This design comes from an exercise in tuning for small area and a short achievable clock period on the open sky130 flow, not from production work. The RTL was checked by simulation tests, not by an equivalence proof against the original design. No activity file was given, so power comes from the tool's default toggle rates.

## flow/design.v (module list and top-level ports; edited modules follow where they fit)
// module wm_fa: 10 lines
// module wallace_mult_24x24: 2467 lines
module wallace_mult_24x24 (
  input  logic        clk,
  input  logic        rst,
  input  logic        in_valid,
  input  logic [23:0] a,
  input  logic [23:0] b,
  output logic        out_valid,
  output logic [39:0] x,
  output logic [39:0] y,
  output logic [7:0]  z
);
  // ...
==> flow/flow/run.sh <==
#!/bin/bash
# Standard ORFS layout; only the port buffers use the smallest buffer cell.
set -euo pipefail
bash standard.sh "BUFFER_PORTS_ARGS=-buffer_cell sky130_fd_sc_hd__buf_1" finish > make_finish.log 2>&1
==> flow/standard.sh <==
#!/bin/bash
# synth_recipe.tcl (not shown) runs the flow's synth.tcl, then flattens the netlist and writes it again
# the make line also repeats each setting of config.mk as NAME=value (left out here)
make -C /OpenROAD-flow-scripts/flow DESIGN_CONFIG=/design/flow/config.mk WORK_HOME=/design/flow/orfs CLKGATE_MAP_FILE= SYNTH_SCRIPT=/design/flow/synth_recipe.tcl "${@:-finish}"
==> flow/config.mk <==
export PLATFORM = sky130hd
export DESIGN_NAME = wallace_mult_24x24
export DESIGN_NICKNAME = wallace_mult_24x24
export VERILOG_FILES = /design/flow/design.v
export SDC_FILE = /design/flow/constraint.sdc
export NUM_CORES = 4
export LEC_CHECK = 0
export CAP_MARGIN = 20
export CORE_MARGIN = 2
export CORE_UTILIZATION = 40
export SETUP_SLACK_MARGIN = 2.0
export SLEW_MARGIN = 20
export SYNTH_HIERARCHICAL = 1
export SYNTH_MINIMUM_KEEP_SIZE = 0
==> flow/constraint.sdc <==
create_clock -name core_clock -period 4.0 [get_ports {clk}]
set_input_delay 0.8000 -clock core_clock [delete_from_list [all_inputs] [get_ports {clk}]]
set_output_delay 0.8000 -clock core_clock [all_outputs]
set_load 0.01 [all_outputs]
==> reports/qor.yml, run 1 <==
sta:
  finClkSkew_ps: 23.5
  post-route-period-util_pct: 49.7
  hold_viol: 0
  tightest_slew_ps: 498
grt:
  grt_use_met1_pct: 26.1
  grt_pass1_wl_um: 84800
power:
  switching_share_pct: 32.8
  maxPowerGroup: "sequential cells"
  p_comb_share_pct: 31.7
  p_leak_nw: 9.75
routing:
  vias: 13300
  drt-total-wl_um: 55900
  met1_length_um: 23500
  route.detailed.drc: 0
  met2_length_um: 26000
floorplan:
  start_util_pct: 40.2
  io_pins: 140
finish:
  layout_commonest_cell: "dfxtp_1"
  clk_share_pct: 6.90
  bufAreaShareNonClock_pct: 7.52
  drive_gt1_share_pct: 18.0
  num-nonclk-inverters: 32
  post-route-cell-area_um2: 25400
  largestClassByArea: "multi-input combinational cells"
logic_synthesis:
  ys_ff_latch: 463
  synth_common_cells: "dfxtp_1 (463), xnor2_1 (299), fa_1 (263)"
  muxShareOfSynthArea_pct: 0
  yosys_warnings: 7
  synth_xor_area_share_pct: 12.0
  synth_top_family_by_area: "adder cells"
  synth_fa_ha_area_share_pct: 25.6
setup_path:
  r2r-end: "r2_c29_5$_DFF_P_"
  critical_path.most_common_cell: "fa_1"
  endpoint: "r2_c29_5$_DFF_P_"
  required_ps: 4460
  criticalPathCategory: "flip-flop to flip-flop"
  path_buf_inv: 0
status:
  outcome: "timing/DRC/antenna clean"
worst_hold_path:
  hp-class: "input pin to flip-flop"
  min_to: "a_q[18]$_DFF_P_"
job:
  maxCapViolCount: 0
placed_design:
  place.gp.congestion: 0.842
clock_network:
  cts_resized: 121
==> inputs of run 2 (changes only) <==
--- a/flow/config.mk
+++ b/flow/config.mk
@@ -8,5 +8,5 @@
 export CAP_MARGIN = 20
 export CORE_MARGIN = 2
-export CORE_UTILIZATION = 40
+export CORE_UTILIZATION = 60
 export SETUP_SLACK_MARGIN = 2.0
 export SLEW_MARGIN = 20
==> run 2 against run 1 <==
- setup slack worse by 28 ps
- critical endpoint is now r2_c27_5$_DFF_P_
- critical path depth up 1
- core utilization is 21 points higher
- still clean
- wire length is 1.2% higher
- largest power group unchanged
- first-iteration DRC count increased by 14%
- synthesized cell count stayed put
- die area shrank 33%
- global-route usage rose by 9.1 points
==> reports/qor.yml, run 2 <==
setup_path:
  critical_path.max_fanout: 7  # was 14
  reg2reg_depth: 5  # was 4
  critical_path.most_common_cell: "fa_1"  # unchanged
  required_ps: 4470  # was 4460 ps
  start_kind: "flip-flop"  # unchanged
  path_buf_inv: 1  # was 0
  cp_slowest_stage_delay_ps: 460  # was 610 ps
  crit_arrival_ps: 2490  # was 2450 ps
  cp_slowest_cell: "fa_1"  # was dfxtp_2
  criticalPathCategory: "flip-flop to flip-flop"  # unchanged
  end_kind: "flip-flop"  # unchanged
  path_depth: 5  # was 4
  crit_family: "adder cells"  # unchanged
  path_cells: "buf_4, a22oi_1, xnor2_1, fa_1, fa_1"  # was a22oi_1, xnor2_1, fa_1, fa_1
sta:
  grt_setup_unrepaired: "true"  # unchanged
  max_freq_mhz: 496  # was 503 MHz
  setup_tns_ps: 0  # unchanged
  layout_min_cycle_time_ps: 2010  # was 1990 ps
  drv_slew: 0  # unchanged
  post-route-period-util_pct: 50.4  # was 49.7%
  setup_viol: 0  # unchanged
  finClkSkew_ps: 24.2  # was 23.5 ps
  hold_viol: 0  # unchanged
clock_network:
  cts.sinks: 463  # unchanged
  cts_max_path_buffers: 3  # unchanged
  clock_latency_ps: 600  # about the same
  cts_buffers: 47  # was 50
  h-tree-depth: 2  # unchanged
  clkTransAtPathRegs_ps: 60  # about the same
  cts_root_buf: "clkbuf_16"  # unchanged
  cts_tree: "built"  # unchanged
power:
  switching_share_pct: 33.4  # was 32.8%
  powerDensity_nw_per_um2: 706  # was 714 nW/um2
  seq_power_share_pct: 43.3  # was 42.0%
  p_leak_nw: 9.64  # was 9.75 nW
  p_comb_share_pct: 32.5  # was 31.7%
  internal_power_mw: 11.7  # was 12.2 mW
  power.switching_mw: 5.87  # was 5.95 mW
  pwr-share-clk_pct: 24.2  # was 26.3%
  ir_drop_mv: 0.420  # was 0.386 mV
placed_design:
  portBuffers: 137  # unchanged
  placed_cell_area_um2: 22200  # was 22,500 um2
  post-dp-hpwl_um: 35200  # was 37,700 um
  dpl.cell_count: 2157  # was 2,439
  place.gp.congestion: 0.866  # was 0.842
logic_synthesis:
  synth_common_cells: "dfxtp_1 (463), xnor2_1 (299), fa_1 (263)"  # unchanged
  synth_largest_area_cell: "dfxtp_1"  # unchanged
  synthFlopType: "dfxtp_1"  # unchanged
  syn_inst: 1719  # unchanged
  synth_top_area_share_pct: 41.1  # unchanged
  syn_avg_cell_area_um2: 13.1  # unchanged
  synth_edf_count: 0  # unchanged
  yosys_warnings: 7  # unchanged
  ys_ff_latch: 463  # unchanged
  yosys-top-cells-area: "dfxtp_1 (41%), fa_1 (23%), xnor2_1 (12%)"  # unchanged
  synth_most_common_cell: "dfxtp_1"  # unchanged
  synthArstFlopShare_pct: 0  # unchanged
  yosysSeqAreaShare_pct: 41.1  # unchanged
  ys_types: 21  # unchanged
  synth.cell_area_um2: 22500  # unchanged
finish:
  largest_reg_flops: 24  # unchanged
  top_register: "a_q"  # unchanged
  n_fill_cell: 2885  # was 5,088
  post-route-cell-area_um2: 24900  # was 25,400 um2
  drive_gt1_share_pct: 16.5  # was 18.0%
  layout_commonest_cell: "dfxtp_1"  # unchanged
  area_delta_synth_final_pct: 10.3  # was 12.7%
  finalNetCount: 2164  # was 2,167
  final_cell_mix: "dfxtp_1 (414), xnor2_1 (299), fa_1 (257)"  # was dfxtp_1 (407), xnor2_1 (298), fa_1 (259)
  finalNonFillerCells: 2317  # was 2,612
floorplan:
  dieArea_um2: 39100  # was 58,300 um2
  io_pins: 140  # unchanged
  die_w_um: 198  # was 241 um
  start_util_pct: 60.4  # was 40.2%
  die_h_um: 198  # was 241 um
  fp.coreArea_um2: 37300  # was 56,100 um2
  num_rows: 71  # was 87
grt:
  grt-ovfl-total: 0  # unchanged
  first_global_vias: 13800  # was 14,000
  grt_max_degree: 28  # was 27
  grt_usage_pct: 28.4  # was 19.3%
  antenna_found_initial: 2  # was 4
  grt_pass1_wl_um: 82300  # was 84,800 um
job:
  maxCapViolCount: 0  # unchanged
routing:
  first_pass_iters: 6  # unchanged
  wl_per_cell_um: 24.4  # was 21.4 um
  drt_iter0_drc: 1372  # was 1,203
  drt-total-wl_um: 56500  # was 55,900 um
  route.detailed.drc: 0  # unchanged
  vias: 13300  # about the same
  antenna_left: 0  # unchanged
  via_per_inst: 5.75  # was 5.08
worst_hold_path:
  min_path_cells: 1  # unchanged
  hp-class: "input pin to flip-flop"  # unchanged
status:
  outcome: "timing/DRC/antenna clean"  # unchanged
-- run 2: metal layers --
| metal | wire (um) | vias to the layer above | GRT usage [%] |
|---|---|---|---|
| met2 | 26100 | 746 | 45.6 |
| li1 | - | 5722 | - |
| met5 | 0 | - | 0 |
| met1 | 22900 | 6705 | 38.4 |
| met3 | 5120 | 161 | 5.60 |
| met4 | 2400 | 0 | 10.9 |
-- run 2: worst reg2reg max path: stages (launching register included) --
cell and delay (ps):
dfxtp_4 450, buf_4 240, a22oi_1 130, xnor2_1 170, fa_1 460, fa_1 460
-- run 2: layout make-up --
cell class              count  area (um2)  share of cell area [%]
inverters                  32         120                   0.483
multi-input cells         978       11200                    44.9
clock buffers              66        1340                    5.38
flip-flops and latches    463        9440                    38.0
diodes                      1        2.50                  0.0101
clock inverters            15         155                   0.624
repair buffers            288        2040                    8.20
well taps                 474         593                    2.39
-- run 2: per-stage QoR --
step	worst slack, ps	power [mW]	utilization [%]	hold WS (ps)
after floorplan	2010	11.6	-	310
after global placement	1360	13.2	59.5	310
after detailed placement	1400	13.3	59.5	314
after CTS	2000	17.7	64.8	266
after global routing	1960	19.1	66.6	281
final	1990	17.6	66.6	292
-- run 2: what timing repair did --
item | CTS | global route
resized for setup | 103 | 31
setup buffers | 28 | 48
endpoints found under the setup margin | 203 | 33
hold buffers | 0 | 0
pin swaps | 0 | 1
cloned | 0 | 2
-- run 2: kinds of logic after synthesis --
logic type / count (synthesis) / synth area share [%]
buffers and inverters: 279 / 9.48
adders and majority gates: 303 / 25.6
AOI/OAI and AO/OA: 287 / 9.99
and+or+nand+nor: 76 / 1.79
DFF: 463 / 41.1
xor gates and xnor gates: 310 / 12.0
other: 1 / 0.0166
-- run 2: modules after synthesis (local to each module, per instance) --
| module | area (um2) | cells inside | flip-flops and latches | copies in the design |
|---|---|---|---|---|
| wm_fa | 20.0 | 1 | 0 | 263 |
| wallace_mult_24x24 | 17300 | 1456 | 463 | 1 |
-- run 2: final timing paths --
| path | from | end | slack [ps] |
|---|---|---|---|
| max | a_q[15]$_DFF_P_ | r2_c27_5$_DFF_P_ | 1990 |
| min | a[23] | a_q[23]$_DFF_P_ | 290 |
| max reg2reg | a_q[15]$_DFF_P_ | r2_c27_5$_DFF_P_ | 1990 |
| min reg2reg | r3_c8_0$_DFF_P_ | r4_c8_0$_DFF_P_ | 330 |
-- run 2: power groups by stage --
stage / sequential (mW) / combinational, mW / clock (mW)
3_5_place_dp: 7.76 / 5.55 / 0
6_report: 7.60 / 5.71 / 4.25
3_3_place_gp: 7.73 / 5.43 / 0
2_1_floorplan: 7.31 / 4.34 / 0
4_1_cts: 7.66 / 5.72 / 4.35
5_1_grt: 7.80 / 6.70 / 4.55
==> inputs of run 3 (changes only) <==
--- a/flow/config.mk
+++ b/flow/config.mk
@@ -9,4 +9,5 @@
 export CORE_MARGIN = 2
 export CORE_UTILIZATION = 60
+export CTS_BUF_LIST = sky130_fd_sc_hd__clkbuf_4 sky130_fd_sc_hd__clkbuf_8
 export SETUP_SLACK_MARGIN = 2.0
 export SLEW_MARGIN = 20
==> run 3 against run 2 <==
- flip-flop and latch count unchanged
- first-iteration DRC count decreased by 7.7%
- global-route usage increased by 0.11 points
- largest cell class unchanged
==> reports/qor.yml, run 3 <==
logic_synthesis:
  ys_ff_latch: 463  # unchanged
  synth_xor_area_share_pct: 12.0  # unchanged
  synth-compound-area-share_pct: 9.99  # unchanged
  synthFlopType: "dfxtp_1"  # unchanged
  syn_inst: 1719  # unchanged
  synth_edf_count: 0  # unchanged
  yosys_warnings: 7  # unchanged
  synth_fa_ha_area_share_pct: 25.6  # unchanged
  synthSimpleGateAreaFrac_pct: 1.79  # unchanged
  syn_avg_cell_area_um2: 13.1  # unchanged
  yosys-top-cells-area: "dfxtp_1 (41%), fa_1 (23%), xnor2_1 (12%)"  # unchanged
  synth_top_area_share_pct: 41.1  # unchanged
  synth_top_family_by_area: "adder cells"  # unchanged
  muxShareOfSynthArea_pct: 0  # unchanged
  synth_largest_area_cell: "dfxtp_1"  # unchanged
  synth_common_cells: "dfxtp_1 (463), xnor2_1 (299), fa_1 (263)"  # unchanged
  ys_types: 21  # unchanged
  yosysSeqAreaShare_pct: 41.1  # unchanged
  synthArstFlopShare_pct: 0  # unchanged
  synth_most_common_cell: "dfxtp_1"  # unchanged
  synth.cell_area_um2: 22500  # unchanged
grt:
  use_met2_pct: 45.3  # was 45.6%
  grt_use_met1_pct: 38.2  # was 38.4%
  use_met3_pct: 5.83  # was 5.60%
  grt-ovfl-total: 0  # unchanged
  antenna_found_initial: 2  # unchanged
  grt_usage_pct: 28.5  # was 28.4%
  first_global_vias: 13900  # was 13,800
  grt_pass1_wl_um: 82600  # was 82,300 um
  grt_max_degree: 28  # unchanged
  grt_busiest_layer: "met2"  # unchanged
placed_design:
  portBuffers: 137  # unchanged
  dpl.cell_count: 2157  # unchanged
  place.gp.congestion: 0.866  # unchanged
  post-dp-hpwl_um: 35200  # unchanged
finish:
  area_delta_synth_final_pct: 10.4  # was 10.3%
  largest_reg_flops: 24  # unchanged
  finalNonFillerCells: 2357  # was 2,317
  top_register: "a_q"  # unchanged
  n_fill_cell: 2881  # was 2,885
  final_cell_mix: "dfxtp_1 (416), xnor2_1 (299), fa_1 (256)"  # was dfxtp_1 (414), xnor2_1 (299), fa_1 (257)
  finalNetCount: 2182  # was 2,164
  layout_commonest_cell: "dfxtp_1"  # unchanged
  drive_gt1_share_pct: 19.0  # was 16.5%
  antenna_cells: 0  # was 1
floorplan:
  die_h_um: 198  # unchanged
  dieArea_um2: 39100  # unchanged
  num_rows: 71  # unchanged
  io_pins: 140  # unchanged
  die_w_um: 198  # unchanged
  start_util_pct: 60.4  # unchanged
  fp.coreArea_um2: 37300  # unchanged
clock_network:
  cts_max_path_buffers: 3  # unchanged
  h-tree-depth: 3  # was 2
  ctsHoldBuffers: 0  # unchanged
  cts_tree: "built"  # unchanged
  cts_root_buf: "clkbuf_8"  # was clkbuf_16
  cts.sinks: 463  # unchanged
  cts_buffers: 76  # was 47
  clkTransAtPathRegs_ps: 60  # about the same
  clock_latency_ps: 670  # was 600 ps
setup_path:
  reg2reg_depth: 4  # was 5
  end_kind: "flip-flop"  # unchanged
  crit_arrival_ps: 2510  # was 2490 ps
  critical_path.max_fanout: 21  # was 7
  cp-startpoint: "a_q[20]$_DFF_P_"  # was a_q[15]$_DFF_P_
  criticalPathCategory: "flip-flop to flip-flop"  # unchanged
  rrSetupSlack_ps: 2000  # was 1990 ps
  r2r_start: "a_q[20]$_DFF_P_"  # was a_q[15]$_DFF_P_
  start_kind: "flip-flop"  # unchanged
  required_ps: 4510  # was 4470 ps
  r2r-end: "r2_c26_7$_DFF_P_"  # was r2_c27_5$_DFF_P_
  endpoint: "r2_c26_7$_DFF_P_"  # was r2_c27_5$_DFF_P_
status:
  outcome: "timing/DRC/antenna clean"  # unchanged
sta:
  grt_setup_unrepaired: "true"  # unchanged
  holdWs_ps: 239  # was 292 ps
  setup_tns_ps: 0  # unchanged
  finClkSkew_ps: 36.5  # was 24.2 ps
  layout_min_cycle_time_ps: 2000  # was 2010 ps
  hold_viol: 0  # unchanged
  max_freq_mhz: 501  # was 496 MHz
  drv_slew: 0  # unchanged
  setup_viol: 0  # unchanged
  post-route-period-util_pct: 49.9  # was 50.4%
routing:
  first_pass_iters: 6  # unchanged
  vias: 13200  # was 13,300
  drt_iter0_drc: 1266  # was 1,372
  via_per_inst: 5.62  # was 5.75
  wl_per_cell_um: 23.3  # was 24.4 um
  drt-total-wl_um: 54900  # was 56,500 um
  antenna_left: 0  # unchanged
  route.detailed.drc: 0  # unchanged
power:
  p_leak_nw: 9.72  # was 9.64 nW
  ir_drop_mv: 0.449  # was 0.420 mV
  powerDensity_nw_per_um2: 712  # was 706 nW/um2
worst_hold_path:
  min_from: "a[5]"  # was a[23]
  hp-class: "input pin to flip-flop"  # unchanged
job:
  maxCapViolCount: 0  # unchanged
-- run 3: changes by cell type in the layout (fill, tap and decap cells not counted), sizes merged --
cell,change
clkbuf,+51
buf,-10
clkinvlp,-4
bufinv,+2
clkinv,+1
diode,-1
inv,+1
-- run 3: worst min-delay path by stage --
stage | end | slack (ps) | cells after the start
after detailed placement | r4_c8_0$_DFF_P_ | 310 | 0
final | a_q[5]$_DFF_P_ | 240 | 1
after CTS | a_q[8]$_DFF_P_ | 200 | 1
after global routing | a_q[5]$_DFF_P_ | 220 | 1
after floorplan | r3_c0_0$_DFF_P_ | 310 | 0
after global placement | r4_c8_0$_DFF_P_ | 310 | 0
-- run 3: per-module statistics from Yosys (local to each module, per instance) --
module,times used,flip-flops and latches
wm_fa,263,0
wallace_mult_24x24,1,463
-- run 3: logic make-up (layout without fill, tap and decap cells) --
| family | Yosys count | after routing |
|---|---|---|
| other | 1 | 2 |
| and+or+nand+nor | 76 | 76 |
| DFF | 463 | 463 |
| adders and majority gates | 303 | 303 |
| xor gates and xnor gates | 310 | 310 |
| AOI/OAI and AO/OA | 287 | 287 |
| buffers and inverters | 279 | 442 |
-- run 3: critical path, cell delays in order, from the launching register on --
cell and delay [ps]:
dfxtp_4 540, a22oi_1 160, xnor2_1 170, fa_1 490
fa_1 500
-- run 3: per-layer routing --
metal	vias to the layer above	routed length [um]
met2	644	25800
met3	129	4560
met1	6679	22400
met4	2	2170
li1	5782	-
met5	-	13
-- run 3: what timing repair did --
action | CTS | global route
setup endpoints to repair | 200 | 39
pin swaps | 0 | 2
resized for setup | 103 | 32
buffers inserted | 25 | 42
-- run 3: final cells by class --
type | count | area, um2 | share of cell area [%]
Clock buffer | 118 | 1470 | 5.92
Clock inverter | 15 | 199 | 0.800
Inverter | 32 | 120 | 0.483
Multi-Input combinational cell | 978 | 11200 | 44.9
Sequential cell | 463 | 9440 | 38.0
Tap cell | 474 | 593 | 2.38
Timing Repair Buffer | 277 | 1870 | 7.52
-- run 3: per-stage QoR --
step	setup WS (ps)	cell area [um2]	util, %	power [mW]
6_report	2000	24900	66.7	17.7
2_1_floorplan	2010	22600	-	11.6
3_3_place_gp	1360	22200	59.5	13.2
3_5_place_dp	1400	22200	59.5	13.3
5_1_grt	1950	24900	66.7	19.2
4_1_cts	2000	24300	65.2	17.9
-- run 3: report_power, final --
| part | switching, mW | internal, mW |
|---|---|---|
| Combinational | 2.99 | 2.66 |
| Clock | 1.90 | 2.56 |
| Sequential | 1.00 | 6.60 |
| Total | 5.89 | 11.8 |
==> inputs of run 4 (changes only) <==
--- a/flow/config.mk
+++ b/flow/config.mk
@@ -9,6 +9,7 @@
 export CORE_MARGIN = 2
 export CORE_UTILIZATION = 60
-export CTS_BUF_LIST = sky130_fd_sc_hd__clkbuf_4 sky130_fd_sc_hd__clkbuf_8
-export SETUP_SLACK_MARGIN = 2.0
+export CTS_CLUSTER_DIAMETER = 100
+export CTS_CLUSTER_SIZE = 30
+export SETUP_SLACK_MARGIN = 1.8
 export SLEW_MARGIN = 20
 export SYNTH_HIERARCHICAL = 1
==> run 4 against run 3 <==
- core utilization shrank 5.4 points
- sequential share of layout area grew 3.1 points
- critical path depth is 1 higher
- area after synthesis stayed put
- via count fell by 5.8%
- largest power group unchanged
- register-to-register slack got worse by 210 ps
- clock power shrank 47%
- design area shrank 8.1%
- sequential power increased by 0.5%
- first-iteration DRC count is 1.3% lower
- still clean
- highest routed layer unchanged
- synthesized cell count stayed put
- setup slack worse by 210 ps
==> reports/qor.yml, run 4 <==
sta:
  layout_min_cycle_time_ps: 2210  # was 2000 ps
  fin_ws_ps: 1790  # was 2000 ps
  post-route-period-util_pct: 55.2  # was 49.9%
  finClkSkew_ps: 28.2  # was 36.5 ps
  tightest_slew_ps: 635
  slew_headroom_pct: 57.7
  holdWs_ps: 329  # was 239 ps
  setup_viol: 0  # unchanged
  max_freq_mhz: 453  # was 501 MHz
  drv_slew: 0  # unchanged
  setup_tns_ps: 0  # unchanged
  hold_viol: 0  # unchanged
  grt_setup_unrepaired: "true"  # unchanged
clock_network:
  post_cts_buffers: 0  # was 25
  cts_tree: "built"  # unchanged
  clock_latency_ps: 560  # was 670 ps
  h-tree-depth: 1  # was 3
  clkTransAtPathRegs_ps: 120  # was 60 ps
  cts_max_path_buffers: 3  # unchanged
  cts_buffers: 19  # was 76
  cts.sinks: 463  # unchanged
  cts_root_buf: "clkbuf_16"  # was clkbuf_8
grt:
  grt-ovfl-total: 0  # unchanged
  antenna_found_initial: 3  # was 2
  grt_usage_pct: 26.7  # was 28.5%
  first_global_vias: 13200  # was 13,900
  grt_max_degree: 31  # was 28
  grt_pass1_wl_um: 78400  # was 82,600 um
finish:
  largest_reg_flops: 24  # unchanged
  post-route-util_pct: 61.3  # was 66.7%
  n_fill_cell: 3051  # was 2,881
  area_delta_synth_final_pct: 1.42  # was 10.4%
  antenna_cells: 0  # unchanged
  finalNetCount: 2058  # was 2,182
  top_register: "a_q"  # unchanged
  post-route-cell-area_um2: 22900  # was 24,900 um2
  final_cell_mix: "dfxtp_1 (416), xnor2_1 (299), fa_1 (263)"  # was dfxtp_1 (416), xnor2_1 (299), fa_1 (256)
  finalNonFillerCells: 2180  # was 2,357
  layout_commonest_cell: "dfxtp_1"  # unchanged
  drive_gt1_share_pct: 9.85  # was 19.0%
logic_synthesis:
  yosys_warnings: 7  # unchanged
  yosys-top-cells-area: "dfxtp_1 (41%), fa_1 (23%), xnor2_1 (12%)"  # unchanged
  synth_edf_count: 0  # unchanged
  synthArstFlopShare_pct: 0  # unchanged
  synth_top_area_share_pct: 41.1  # unchanged
  yosysSeqAreaShare_pct: 41.1  # unchanged
  synth_common_cells: "dfxtp_1 (463), xnor2_1 (299), fa_1 (263)"  # unchanged
  ys_ff_latch: 463  # unchanged
  syn_inst: 1719  # unchanged
  synth_most_common_cell: "dfxtp_1"  # unchanged
  syn_avg_cell_area_um2: 13.1  # unchanged
  ys_types: 21  # unchanged
  synth_largest_area_cell: "dfxtp_1"  # unchanged
  synth.cell_area_um2: 22500  # unchanged
  synthFlopType: "dfxtp_1"  # unchanged
setup_path:
  critical_path.max_fanout: 20  # was 21
  reg2reg_depth: 5  # was 4
  required_ps: 4420  # was 4510 ps
  crit_arrival_ps: 2620  # was 2510 ps
  start_kind: "flip-flop"  # unchanged
  criticalPathCategory: "flip-flop to flip-flop"  # unchanged
  r2r-end: "r2_c17_4$_DFF_P_"  # was r2_c26_7$_DFF_P_
  end_kind: "flip-flop"  # unchanged
  r2r_start: "one_q[7]$_DFF_P_"  # was a_q[20]$_DFF_P_
  rrSetupSlack_ps: 1790  # was 2000 ps
routing:
  first_pass_iters: 8  # was 6
  via_per_inst: 5.72  # was 5.62
  drt_iter0_drc: 1250  # was 1,266
  wl_per_cell_um: 23.1  # was 23.3 um
  route.detailed.drc: 0  # unchanged
  met2_length_um: 23800  # was 25,800 um
  vias: 12500  # was 13,200
  wl_met3_um: 3360  # was 4560 um
  top_layer: "met5"  # unchanged
  met1_length_um: 21900  # was 22,400 um
  drt-total-wl_um: 50400  # was 54,900 um
  antenna_left: 0  # unchanged
placed_design:
  dpl.cell_count: 2157  # unchanged
  place.gp.congestion: 0.866  # unchanged
  place_ws_ps: 1400  # unchanged
  placed_cell_area_um2: 22200  # unchanged
  post-dp-hpwl_um: 35200  # unchanged
  portBuffers: 137  # unchanged
floorplan:
  fp.coreArea_um2: 37300  # unchanged
  die_w_um: 198  # unchanged
  die_h_um: 198  # unchanged
  dieArea_um2: 39100  # unchanged
  io_pins: 140  # unchanged
  start_util_pct: 60.4  # unchanged
  num_rows: 71  # unchanged
power:
  p_leak_nw: 8.67  # was 9.72 nW
  ir_drop_mv: 0.446  # was 0.449 mV
  p_total_mw: 15.4  # was 17.7 mW
  powerDensity_nw_per_um2: 673  # was 712 nW/um2
status:
  outcome: "timing/DRC/antenna clean"  # unchanged
job:
  maxCapViolCount: 0  # unchanged
worst_hold_path:
  hp-class: "input pin to flip-flop"  # unchanged
  min_path_cells: 1  # unchanged
  min_to: "a_q[5]$_DFF_P_"  # unchanged
  min_from: "a[5]"  # unchanged
[run 4: layer usage]
metal / vias up / track usage (%)
met5: - / 0
met4: 2 / 8.35
met3: 96 / 3.76
met2: 514 / 43.1
met1: 6385 / 37.7
li1: 5475 / -
[run 4: worst max path at each step]
stage	from	to	slack, ps
2_1_floorplan	neg_q[0]$_DFF_P_	r2_c20_5$_DFF_P_	2010
3_3_place_gp	a_q[4]$_DFF_P_	r2_c6_2$_DFF_P_	1360
3_5_place_dp	a_q[4]$_DFF_P_	r2_c6_2$_DFF_P_	1400
4_1_cts	one_q[7]$_DFF_P_	r2_c17_4$_DFF_P_	1800
5_1_grt	one_q[7]$_DFF_P_	r2_c17_4$_DFF_P_	1780
6_report	one_q[7]$_DFF_P_	r2_c17_4$_DFF_P_	1790
[run 4: cell type report]
| type | instances | area [um2] | area share, % |
|---|---|---|---|
| Multi-Input combinational cell | 978 | 11100 | 48.7 |
| Sequential cell | 463 | 9400 | 41.1 |
| Timing Repair Buffer | 210 | 1070 | 4.68 |
| Tap cell | 474 | 593 | 2.59 |
| Clock buffer | 21 | 503 | 2.20 |
| Inverter | 32 | 120 | 0.525 |
| Clock inverter | 2 | 41.3 | 0.181 |
[run 4: kinds of logic after synthesis]
| family | after synthesis | share of synthesized area (%) |
|---|---|---|
| AO/OA/AOI/OAI | 287 | 9.99 |
| XOR/XNOR | 310 | 12.0 |
| adder cells (fa/ha/maj) | 303 | 25.6 |
| buffers and inverters | 279 | 9.48 |
| flip-flops | 463 | 41.1 |
| other | 1 | 0.0166 |
| AND/OR/NAND/NOR | 76 | 1.79 |
[run 4: repair_timing]
item / CTS / global route
hold buffers: 0 / 0
endpoints found under the setup margin: 97 / 24
resized for setup: 50 / 22
[run 4: critical path, cell delays in order, from the launching register on]
cell	delay, ps
dfxtp_2	690
buf_4	240
a22oi_1	80
xnor2_1	150
fa_1	400
fa_1	470
[run 4: modules after synthesis, one instance, submodules excluded]
module,times used,area [um2],cells inside
wallace_mult_24x24,1,17300,1456
wm_fa,263,20.0,1
[run 4: report_power, final]
part	leakage [nW]	switching (mW)	internal [mW]
Clock	0.269	1.40	0.977
Sequential	3.91	1.06	6.59
Combinational	4.49	2.84	2.54
==> inputs of run 5 (changes only) <==
--- a/flow/config.mk
+++ b/flow/config.mk
@@ -11,5 +11,5 @@
 export CTS_CLUSTER_DIAMETER = 100
 export CTS_CLUSTER_SIZE = 30
-export SETUP_SLACK_MARGIN = 1.8
+export SETUP_SLACK_MARGIN = 1.9
 export SLEW_MARGIN = 20
 export SYNTH_HIERARCHICAL = 1
==> run 5 against run 4 <==
- setup slack better by 130 ps
- clock skew is 3.0 ps higher
- sequential power hardly changed
- global-route usage is 0.10 points higher
- first-iteration DRC count is 4.0% higher
- core utilization is 0.65 points higher
- critical path depth is 1 lower
- critical path type unchanged
- largest cell class unchanged
==> reports/qor.yml, run 5 <==
sta:
  grt_setup_unrepaired: "false"  # was true
  setup_tns_ps: 0  # unchanged
  drv_slew: 0  # unchanged
  max_freq_mhz: 482  # was 453 MHz
  holdWs_ps: 327  # was 329 ps
  tightest_slew_ps: 604  # was 635 ps
  post-route-period-util_pct: 51.9  # was 55.2%
  slew_headroom_pct: 59.7  # was 57.7%
  setup_viol: 0  # unchanged
  finClkSkew_ps: 31.2  # was 28.2 ps
  hold_viol: 0  # unchanged
  layout_min_cycle_time_ps: 2080  # was 2210 ps
clock_network:
  clock_latency_ps: 570  # was 560 ps
  cts_max_path_buffers: 3  # unchanged
  clkTransAtPathRegs_ps: 120  # about the same
  cts_root_buf: "clkbuf_16"  # unchanged
  h-tree-depth: 1  # unchanged
  ctsHoldBuffers: 0  # unchanged
  cts_tree: "built"  # unchanged
  cts_buffers: 19  # unchanged
  cts.sinks: 463  # unchanged
routing:
  route.detailed.drc: 0  # unchanged
  antenna_left: 0  # unchanged
  first_pass_iters: 6  # was 8
  wl_per_cell_um: 23.2  # was 23.1 um
  via_per_inst: 5.74  # was 5.72
  vias: 12600  # was 12,500
  drt_iter0_drc: 1300  # was 1,250
  drt-total-wl_um: 50900  # was 50,400 um
power:
  p_leak_nw: 8.78  # was 8.67 nW
  powerDensity_nw_per_um2: 667  # was 673 nW/um2
  ir_drop_mv: 0.446  # about the same
floorplan:
  num_rows: 71  # unchanged
  start_util_pct: 60.4  # unchanged
  die_w_um: 198  # unchanged
  dieArea_um2: 39100  # unchanged
  die_h_um: 198  # unchanged
  fp.coreArea_um2: 37300  # unchanged
  io_pins: 140  # unchanged
logic_synthesis:
  synthFlopType: "dfxtp_1"  # unchanged
  yosys-top-cells-area: "dfxtp_1 (41%), fa_1 (23%), xnor2_1 (12%)"  # unchanged
  synth.cell_area_um2: 22500  # unchanged
  ys_types: 21  # unchanged
  yosys_warnings: 7  # unchanged
  syn_inst: 1719  # unchanged
  syn_avg_cell_area_um2: 13.1  # unchanged
  synth_largest_area_cell: "dfxtp_1"  # unchanged
  ys_ff_latch: 463  # unchanged
  synth_most_common_cell: "dfxtp_1"  # unchanged
  synth_edf_count: 0  # unchanged
  yosysSeqAreaShare_pct: 41.1  # unchanged
  synth_common_cells: "dfxtp_1 (463), xnor2_1 (299), fa_1 (263)"  # unchanged
  synthArstFlopShare_pct: 0  # unchanged
  synth_top_area_share_pct: 41.1  # unchanged
finish:
  largest_reg_flops: 24  # unchanged
  layout_commonest_cell: "dfxtp_1"  # unchanged
  final_cell_mix: "dfxtp_1 (416), xnor2_1 (299), fa_1 (263)"  # unchanged
  drive_gt1_share_pct: 10.7  # was 9.85%
  finalNetCount: 2074  # was 2,058
  area_delta_synth_final_pct: 2.50  # was 1.42%
  post-route-cell-area_um2: 23100  # was 22,900 um2
  top_register: "a_q"  # unchanged
grt:
  grt_usage_pct: 26.8  # was 26.7%
  grt_pass1_wl_um: 78700  # was 78,400 um
  grt-ovfl-total: 0  # unchanged
  grt_max_degree: 31  # unchanged
  first_global_vias: 13200  # about the same
  antenna_found_initial: 3  # unchanged
setup_path:
  required_ps: 4410  # was 4420 ps
  cp_slowest_stage_delay_ps: 490  # was 690 ps
  end_kind: "flip-flop"  # unchanged
  critical_path.most_common_cell: "fa_1"  # unchanged
  r2r_start: "neg_q[6]$_DFF_P_"  # was one_q[7]$_DFF_P_
  crit_arrival_ps: 2490  # was 2620 ps
  crit_family: "adder cells"  # unchanged
  path_buf_inv: 1  # unchanged
  start_kind: "flip-flop"  # unchanged
  critical_path.max_fanout: 24  # was 20
  cp_slowest_cell: "fa_1"  # was dfxtp_2
  cp-startpoint: "neg_q[6]$_DFF_P_"  # was one_q[7]$_DFF_P_
  path_cells: "clkbuf_8, xnor2_1, fa_1, fa_1"  # was buf_4, a22oi_1, xnor2_1, fa_1, fa_1
  criticalPathCategory: "flip-flop to flip-flop"  # unchanged
worst_hold_path:
  min_from: "a[5]"  # unchanged
  hp-class: "input pin to flip-flop"  # unchanged
placed_design:
  portBuffers: 137  # unchanged
  post-dp-hpwl_um: 35200  # unchanged
  place.gp.congestion: 0.866  # unchanged
  placed_cell_area_um2: 22200  # unchanged
job:
  maxCapViolCount: 0  # unchanged
status:
  outcome: "timing/DRC/antenna clean"  # unchanged
## run 5: cell families (layout without fill, tap and decap cells)
logic type / Yosys count / count (layout) / share of synthesized area [%]
AOI/OAI and AO/OA: 287 / 287 / 9.99
other: 1 / 3 / 0.0166
buffers and inverters: 279 / 281 / 9.48
and+or+nand+nor: 76 / 76 / 1.79
DFF: 463 / 463 / 41.1
xor gates and xnor gates: 310 / 310 / 12.0
adders and majority gates: 303 / 303 / 25.6
## run 5: per-stage QoR
step / instances / power [mW] / utilization [%] / setup WS, ps
after global placement: 2157 / 13.2 / 59.5 / 1360
after global routing: 2196 / 16.9 / 61.9 / 1890
after floorplan: 1720 / 11.6 / - / 2010
after CTS: 2180 / 15.7 / 61.4 / 1910
after detailed placement: 2157 / 13.3 / 59.5 / 1400
final: 2197 / 15.4 / 61.9 / 1920
## run 5: routing by layer
metal,vias to the layer above,wire (um),track usage [%]
li1,5511,-,-
met1,6464,22000,37.9
met3,81,3490,3.59
met5,-,13,0
met4,2,1210,8.19
met2,546,24300,43.3
## run 5: layout make-up
| class | count | area, um2 |
|---|---|---|
| fillers | 3033 | 14200 |
| multi-input cells | 978 | 11100 |
| flip-flops and latches | 463 | 9430 |
| repair buffers | 226 | 1270 |
| well taps | 474 | 593 |
| clock buffers | 21 | 503 |
| inverters | 32 | 120 |
| clock inverters | 2 | 41.3 |
| diodes | 1 | 2.50 |
## run 5: path summary, 6_finish.rpt
path	end	slack, ps	cells after the start
max	r2_c17_4$_DFF_P_	1920	4
min	a_q[5]$_DFF_P_	330	1
max reg2reg	r2_c17_4$_DFF_P_	1920	4
min reg2reg	r4_c47_1$_DFF_P_	340	0
## run 5: modules after synthesis, one instance, submodules excluded
module	flops+latches	cells inside
wallace_mult_24x24	463	1456
wm_fa	0	1
## run 5: timing repair
item / CTS / global route
gates resized for setup: 82 / 15
setup buffers: 0 / 16
setup endpoints to repair: 165 / 35
## run 5: report_power, final
| part | internal (mW) | switching [mW] |
|---|---|---|
| clock network | 0.977 | 1.40 |
| registers | 6.58 | 1.04 |
| logic | 2.56 | 2.87 |
| total | 10.1 | 5.30 |
==> inputs of run 6 (changes only) <==
--- a/flow/config.mk
+++ b/flow/config.mk
@@ -11,5 +11,5 @@
 export CTS_CLUSTER_DIAMETER = 100
 export CTS_CLUSTER_SIZE = 30
-export SETUP_SLACK_MARGIN = 1.9
+export SETUP_SLACK_MARGIN = 2.0
 export SLEW_MARGIN = 20
 export SYNTH_HIERARCHICAL = 1
==> run 6 against run 5 <==
- still clean
- area after synthesis did not move
- clock power barely moved
- core utilization rose by 2.1 points
- combinational power rose by 4.1%
- largest power group unchanged
==> reports/qor.yml, run 6 <==
worst_hold_path:
  min_path_cells: 1  # unchanged
  min_from: "a[7]"  # was a[5]
  min_to: "a_q[7]$_DFF_P_"  # was a_q[5]$_DFF_P_
  hp-class: "input pin to flip-flop"  # unchanged
grt:
  first_global_vias: 13500  # was 13,200
  grt_usage_pct: 27.9  # was 26.8%
  grt_pass1_wl_um: 81300  # was 78,700 um
  antenna_found_initial: 1  # was 3
  use_met3_pct: 4.62  # was 3.59%
  grt_max_degree: 31  # unchanged
  use_met2_pct: 44.8  # was 43.3%
  grt_busiest_layer: "met2"  # unchanged
  grt-ovfl-total: 0  # unchanged
  grt_use_met1_pct: 38.4  # was 37.9%
sta:
  setup_viol: 0  # unchanged
  post-route-period-util_pct: 50.3  # was 51.9%
  setup_tns_ps: 0  # unchanged
  layout_min_cycle_time_ps: 2010  # was 2080 ps
  hold_viol: 0  # unchanged
  grt_setup_unrepaired: "true"  # was false
  max_freq_mhz: 497  # was 482 MHz
  finClkSkew_ps: 31.4  # was 31.2 ps
  drv_slew: 0  # unchanged
routing:
  wl_per_cell_um: 24.0  # was 23.2 um
  first_pass_iters: 6  # unchanged
  drt_iter0_drc: 1334  # was 1,300
  route.detailed.drc: 0  # unchanged
  antenna_left: 0  # unchanged
  via_per_inst: 5.73  # was 5.74
  drt-total-wl_um: 54300  # was 50,900 um
  vias: 13000  # was 12,600
setup_path:
  r2r_start: "two_q[7]$_DFF_P_"  # was neg_q[6]$_DFF_P_
  rrSetupSlack_ps: 1990  # was 1920 ps
  critical_path.max_fanout: 15  # was 24
  crit_arrival_ps: 2420  # was 2490 ps
  reg2reg_depth: 5  # was 4
  end_kind: "flip-flop"  # unchanged
  r2r-end: "r2_c17_4$_DFF_P_"  # unchanged
  criticalPathCategory: "flip-flop to flip-flop"  # unchanged
  start_kind: "flip-flop"  # unchanged
  required_ps: 4410  # about the same
power:
  ir_drop_mv: 0.446  # about the same
  powerDensity_nw_per_um2: 652  # was 667 nW/um2
  p_leak_nw: 9.20  # was 8.78 nW
logic_synthesis:
  ys_ff_latch: 463  # unchanged
  synthArstFlopShare_pct: 0  # unchanged
  syn_inst: 1719  # unchanged
  yosysSeqAreaShare_pct: 41.1  # unchanged
  yosys_warnings: 7  # unchanged
  synth_most_common_cell: "dfxtp_1"  # unchanged
  synth.cell_area_um2: 22500  # unchanged
  synth_common_cells: "dfxtp_1 (463), xnor2_1 (299), fa_1 (263)"  # unchanged
  synth_top_area_share_pct: 41.1  # unchanged
  syn_avg_cell_area_um2: 13.1  # unchanged
  yosys-top-cells-area: "dfxtp_1 (41%), fa_1 (23%), xnor2_1 (12%)"  # unchanged
  synthFlopType: "dfxtp_1"  # unchanged
  synth_edf_count: 0  # unchanged
  synth_largest_area_cell: "dfxtp_1"  # unchanged
  ys_types: 21  # unchanged
status:
  outcome: "timing/DRC/antenna clean"  # unchanged
clock_network:
  clock_latency_ps: 570  # about the same
  h-tree-depth: 1  # unchanged
  cts_tree: "built"  # unchanged
  clkTransAtPathRegs_ps: 120  # about the same
  ctsHoldBuffers: 0  # unchanged
  cts.sinks: 463  # unchanged
  cts_max_path_buffers: 3  # unchanged
  cts_root_buf: "clkbuf_16"  # unchanged
  cts_buffers: 19  # unchanged
placed_design:
  dpl.cell_count: 2157  # unchanged
  post-dp-hpwl_um: 35200  # unchanged
  place.gp.congestion: 0.866  # unchanged
  portBuffers: 137  # unchanged
finish:
  finalNonFillerCells: 2264  # was 2,197
  area_delta_synth_final_pct: 6.00  # was 2.50%
  layout_commonest_cell: "dfxtp_1"  # unchanged
  top_register: "a_q"  # unchanged
  drive_gt1_share_pct: 14.4  # was 10.7%
  finalNetCount: 2142  # was 2,074
  antenna_cells: 0  # was 1
  largest_reg_flops: 24  # unchanged
  final_cell_mix: "dfxtp_1 (415), xnor2_1 (299), fa_1 (260)"  # was dfxtp_1 (416), xnor2_1 (299), fa_1 (263)
job:
  maxCapViolCount: 0  # unchanged
floorplan:
  die_w_um: 198  # unchanged
  start_util_pct: 60.4  # unchanged
  num_rows: 71  # unchanged
  die_h_um: 198  # unchanged
  fp.coreArea_um2: 37300  # unchanged
  io_pins: 140  # unchanged
  dieArea_um2: 39100  # unchanged
run 6: kinds of logic after synthesis:
family	count (synthesis)	synth area share [%]
compound gates	287	9.99
xor+xnor	310	12.0
fa+ha+maj	303	25.6
buf+inv	279	9.48
flops	463	41.1
other cells	1	0.0166
simple gates	76	1.79
run 6: worst max-delay path by stage:
stage,from,endpoint,slack (ps),cells after the start
2_1_floorplan,neg_q[0]$_DFF_P_,r2_c20_5$_DFF_P_,2010,5
3_3_place_gp,a_q[4]$_DFF_P_,r2_c6_2$_DFF_P_,1360,5
3_5_place_dp,a_q[4]$_DFF_P_,r2_c6_2$_DFF_P_,1400,5
4_1_cts,a_q[12]$_DFF_P_,r2_c23_6$_DFF_P_,2000,5
5_1_grt,a_q[1]$_DFF_P_,r2_c3_1$_DFF_P_,1920,5
6_report,two_q[7]$_DFF_P_,r2_c17_4$_DFF_P_,1990,5
run 6: per-layer routing:
layer | vias to the layer above | share of wire (%)
li1 | 5649 | -
met1 | 6579 | 42
met2 | 619 | 47
met3 | 128 | 7.7
met4 | 2 | 3.8
met5 | - | 0.024
run 6: where the power goes:
group	leakage (nW)	switching, mW	internal [mW]
clock	0.269	1.40	0.977
combinational	5.02	2.99	2.65
sequential	3.92	0.989	6.58
run 6: layout make-up:
cell class                 count  area [um2]
clock inverter                 2        41.3
inverter                      32         120
fill                        2958       13400
multi-input combinational    978       11200
clock buffer                  21         503
tap                          474         593
sequential                   463        9440
timing repair buffer         294        2040
run 6: what timing repair did:
item	CTS	global route
setup endpoints to repair	201	35
gates cloned	0	1
gates resized for setup	102	24
buffers inserted	37	46
run 6: critical path, cell delays in order (launching register included):
cell,delay [ps]
dfxtp_4,530
buf_4,190
a22oi_1,90
xnor2_1,150
fa_1,400
fa_1,490
run 6: per-module statistics from Yosys (local to each module, per instance):
| module | copies in the design | cell area, um2 | flip-flops and latches | cells inside |
|---|---|---|---|---|
| wallace_mult_24x24 | 1 | 17300 | 463 | 1456 |
| wm_fa | 263 | 20.0 | 0 | 1 |
run 6: per-stage QoR:
stage | power [mW] | hold WS, ps | utilization [%] | cell area, um2 | worst slack, ps
CTS | 15.8 | 300 | 62.5 | 23300 | 2000
floorplan | 11.6 | 310 | - | 22600 | 2010
detailed placement | 13.3 | 314 | 59.5 | 22200 | 1400
finish | 15.6 | 323 | 64.1 | 23900 | 1990
global route | 17.0 | 297 | 64.1 | 23900 | 1920
global placement | 13.2 | 310 | 59.5 | 22200 | 1360
==> inputs of run 7 (changes only) <==
==> flow/run.sh (new file) <==
#!/bin/bash
# synth_recipe.tcl (not shown) runs the flow's synth.tcl, then flattens the netlist and writes it again
# the make line also repeats each setting of config.mk as NAME=value (left out here)
make -C /OpenROAD-flow-scripts/flow DESIGN_CONFIG=/design/flow/config.mk WORK_HOME=/design/flow/orfs CLKGATE_MAP_FILE= SYNTH_SCRIPT=/design/flow/synth_recipe.tcl finish
--- a/flow/config.mk
+++ b/flow/config.mk
@@ -8,7 +8,5 @@
 export CAP_MARGIN = 20
 export CORE_MARGIN = 2
-export CORE_UTILIZATION = 60
-export CTS_CLUSTER_DIAMETER = 100
-export CTS_CLUSTER_SIZE = 30
+export CORE_UTILIZATION = 40
 export SETUP_SLACK_MARGIN = 2.0
 export SLEW_MARGIN = 20
removed: flow/flow/run.sh
removed: flow/standard.sh
==> run 7 against run 6 <==
- still clean on timing, DRC and antenna
- worst hold slack about the same
- power is 17% higher
- count of clock-buffer cells in the layout grew 54
- flip-flop and latch count did not move
==> reports/qor.yml, run 7 <==
status:
  outcome: "timing/DRC/antenna clean"  # unchanged
logic_synthesis:
  syn_avg_cell_area_um2: 13.1  # unchanged
  ys_types: 21  # unchanged
  synthFlopType: "dfxtp_1"  # unchanged
  yosysSeqAreaShare_pct: 41.1  # unchanged
  synthArstFlopShare_pct: 0  # unchanged
  synth_edf_count: 0  # unchanged
  yosys-top-cells-area: "dfxtp_1 (41%), fa_1 (23%), xnor2_1 (12%)"  # unchanged
  ys_ff_latch: 463  # unchanged
  synth_top_area_share_pct: 41.1  # unchanged
  synth_most_common_cell: "dfxtp_1"  # unchanged
  synth.cell_area_um2: 22500  # unchanged
  synth_largest_area_cell: "dfxtp_1"  # unchanged
  synth_common_cells: "dfxtp_1 (463), xnor2_1 (299), fa_1 (263)"  # unchanged
  syn_inst: 1719  # unchanged
  yosys_warnings: 7  # unchanged
power:
  ir_drop_mv: 0.381  # was 0.446 mV
  powerDensity_nw_per_um2: 699  # was 652 nW/um2
  p_leak_nw: 10.1  # was 9.20 nW
setup_path:
  start_kind: "flip-flop"  # unchanged
  required_ps: 4470  # was 4410 ps
  reg2reg_depth: 5  # unchanged
  cp_slowest_stage_delay_ps: 480  # was 530 ps
  r2r_start: "two_q[6]$_DFF_P_"  # was two_q[7]$_DFF_P_
  r2r-end: "r2_c23_6$_DFF_P_"  # was r2_c17_4$_DFF_P_
  end_kind: "flip-flop"  # unchanged
  crit_family: "adder cells"  # unchanged
  critical_path.most_common_cell: "fa_1"  # unchanged
  cp_slowest_cell: "dfxtp_4"  # unchanged
  criticalPathCategory: "flip-flop to flip-flop"  # unchanged
  rrSetupSlack_ps: 1950  # was 1990 ps
  path_cells: "buf_4, a22oi_1, xnor2_1, fa_1, fa_1"  # unchanged
  path_buf_inv: 1  # unchanged
  critical_path.max_fanout: 9  # was 15
  crit_arrival_ps: 2520  # was 2420 ps
worst_hold_path:
  hp-class: "flip-flop to flip-flop"  # was input pin to flip-flop
  min_path_cells: 0  # was 1
  min_to: "r4_c0_0$_DFF_P_"  # was a_q[7]$_DFF_P_
  min_from: "r3_c0_0$_DFF_P_"  # was a[7]
grt:
  grt_max_degree: 27  # was 31
  use_met3_pct: 5.81  # was 4.62%
  grt-ovfl-total: 0  # unchanged
  grt_busiest_layer: "met2"  # unchanged
  grt_pass1_wl_um: 84600  # was 81,300 um
  grt_usage_pct: 19.4  # was 27.9%
  antenna_found_initial: 4  # was 1
  first_global_vias: 14200  # was 13,500
  use_met2_pct: 30.8  # was 44.8%
  grt_use_met1_pct: 25.2  # was 38.4%
sta:
  hold_viol: 0  # unchanged
  setup_tns_ps: 0  # unchanged
  layout_min_cycle_time_ps: 2050  # was 2010 ps
  drv_slew: 0  # unchanged
  setup_viol: 0  # unchanged
  grt_setup_unrepaired: "true"  # unchanged
  max_freq_mhz: 488  # was 497 MHz
  post-route-period-util_pct: 51.2  # was 50.3%
  fin_ws_ps: 1950  # was 1990 ps
  holdWs_ps: 323  # about the same
  finClkSkew_ps: 31.7  # was 31.4 ps
clock_network:
  cts.sinks: 463  # unchanged
  cts_max_path_buffers: 3  # unchanged
  h-tree-depth: 2  # was 1
  cts_root_buf: "clkbuf_16"  # unchanged
  cts_buffers: 51  # was 19
  clock_latency_ps: 610  # was 570 ps
  clkTransAtPathRegs_ps: 70  # was 120 ps
  cts_tree: "built"  # unchanged
  ctsHoldBuffers: 0  # unchanged
routing:
  first_pass_iters: 6  # unchanged
  drt_iter0_drc: 1211  # was 1,334
  drt-total-wl_um: 56600  # was 54,300 um
  route.detailed.drc: 0  # unchanged
  wl_per_cell_um: 21.7  # was 24.0 um
  via_per_inst: 5.08  # was 5.73
  vias: 13300  # was 13,000
  antenna_left: 0  # unchanged
floorplan:
  die_h_um: 241  # was 198 um
  fp.coreArea_um2: 56100  # was 37,300 um2
  io_pins: 140  # unchanged
  die_w_um: 241  # was 198 um
  start_util_pct: 40.2  # was 60.4%
  dieArea_um2: 58300  # was 39,100 um2
  num_rows: 87  # was 71
placed_design:
  placed_cell_area_um2: 23400  # was 22,200 um2
  place_ws_ps: 1390  # was 1400 ps
  post-dp-hpwl_um: 37500  # was 35,200 um
  dpl.cell_count: 2439  # was 2,157
  place.gp.congestion: 0.835  # was 0.866
  portBuffers: 137  # unchanged
finish:
  drive_gt1_share_pct: 18.1  # was 14.4%
  n_fill_cell: 5034  # was 2,958
  largest_reg_flops: 24  # unchanged
  final_cell_mix: "dfxtp_1 (411), xnor2_1 (299), fa_1 (260)"  # was dfxtp_1 (415), xnor2_1 (299), fa_1 (260)
  finalNonFillerCells: 2609  # was 2,264
  layout_commonest_cell: "dfxtp_1"  # unchanged
  post-route-cell-area_um2: 26100  # was 23,900 um2
  finalNetCount: 2163  # was 2,142
  top_register: "a_q"  # unchanged
  area_delta_synth_final_pct: 15.6  # was 6.00%
job:
  maxCapViolCount: 0  # unchanged
-- run 7: changes by cell type in the layout (fill, tap and decap cells not counted), sizes merged --
cell / change
clkdlybuf4s15: +56
clkdlybuf4s50: +50
inv: +3
clkinv: +13
clkinvlp: +2
clkbuf: +67
buf: -146
diode: +2
dlygate4sd2: +16
-- run 7: timing repair --
item	CTS	global route
setup buffers	17	56
gates resized for setup	249	72
setup endpoints to repair	292	77
endpoints found under the hold margin	0	0
-- run 7: how the worst max path moves through the flow --
| stage | from | to | slack (ps) | cells past startpoint |
|---|---|---|---|---|
| 2_1_floorplan | neg_q[0]$_DFF_P_ | r2_c20_5$_DFF_P_ | 2010 | 5 |
| 3_3_place_gp | a_q[7]$_DFF_P_ | r2_c13_3$_DFF_P_ | 1370 | 4 |
| 3_5_place_dp | a_q[7]$_DFF_P_ | r2_c13_3$_DFF_P_ | 1390 | 4 |
| 4_1_cts | a_q[17]$_DFF_P_ | r2_c25_7$_DFF_P_ | 1990 | 4 |
| 5_1_grt | a_q[9]$_DFF_P_ | r2_c16_4$_DFF_P_ | 1970 | 5 |
| 6_report | two_q[6]$_DFF_P_ | r2_c23_6$_DFF_P_ | 1950 | 5 |
-- run 7: stage by stage --
stage	total power [mW]	util [%]
floorplan	11.6	-
global placement	14.0	41.7
detailed placement	14.1	41.7
CTS	18.6	45.4
global route	19.7	46.5
finish	18.2	46.5
-- run 7: power breakdown --
group / total (mW) / internal [mW] / leakage (nW) / switching (mW)
Clock: 4.62 / 2.71 / 0.833 / 1.92
Combinational: 5.98 / 2.97 / 5.39 / 3.01
Sequential: 7.62 / 6.60 / 3.92 / 1.02
-- run 7: metal layers --
layer	up-vias	wire length, um
met2	635	26100
met1	6736	23400
met5	-	18
met4	4	1810
li1	5742	-
met3	134	5340
-- run 7: cell families after synthesis --
kind of cell,count (synthesis),share of synthesized area [%]
compound gates,287,9.99
simple gates,76,1.79
buf+inv,279,9.48
fa+ha+maj,303,25.6
other cells,1,0.0166
xor+xnor,310,12.0
flops,463,41.1
-- run 7: per-module statistics from Yosys, one instance, submodules excluded --
module / cell area, um2 / flops+latches / times used
wallace_mult_24x24: 17300 / 463 / 1
wm_fa: 20.0 / 0 / 263
-- run 7: worst register-to-register path, stage by stage, from the launching register on --
cell     delay [ps]
dfxtp_4         480
buf_4           250
a22oi_1         130
xnor2_1         170
fa_1            430
fa_1            440
-- run 7: area by class of cell --
type	instances	area (um2)	share of cell area [%]
antenna	2	5.00	0.0192
timing repair buffer	283	2680	10.3
inverter	32	120	0.461
clock inverter	20	164	0.629
clock buffer	75	1520	5.82
sequential	463	9450	36.3
tap	756	946	3.63
multi-input combinational	978	11200	42.9

==> what the ideal ports hide <==
The results above use ideal ports. As a check the final layouts listed here were re-extracted and re-timed, cells and wires unchanged.
Step 1, drivers: a clkbuf_16 drives clk and a buf_2 each remaining input, both assumed.
Step 2 adds t to the input delays and takes it off the output delays; t is the mean of the earliest and latest rising clock arrival at the registers after step 1. Input paths then give back, and output paths get back, about the clock's delay inside the block.
a / b / c = ideal ports / drivers / drivers and shift; a / b = the first two.
run | t (ns) | slack for setup (ns) | latest minus earliest clock arrival (ns) | slew at the worst register clock pin (ns)
run 1 | 0.646 | 2.013 / 2.013 / 2.013 | 0.028 / 0.028 | 0.07 / 0.07
run 2 | 0.645 | 1.985 / 1.985 / 1.985 | 0.024 / 0.024 | 0.07 / 0.07
run 3 | 0.704 | 2.002 / 2.002 / 2.002 | 0.039 / 0.040 | 0.08 / 0.08
run 4 | 0.603 | 1.793 / 1.793 / 1.793 | 0.033 / 0.033 | 0.12 / 0.12
run 5 | 0.607 | 1.925 / 1.925 / 1.925 | 0.036 / 0.037 | 0.12 / 0.12
run 6 | 0.605 | 1.988 / 1.988 / 1.988 | 0.036 / 0.037 | 0.12 / 0.12
run 7 | 0.651 | 1.952 / 1.952 / 1.952 | 0.034 / 0.033 | 0.07 / 0.07
After both steps setup and hold are still met in every run listed.
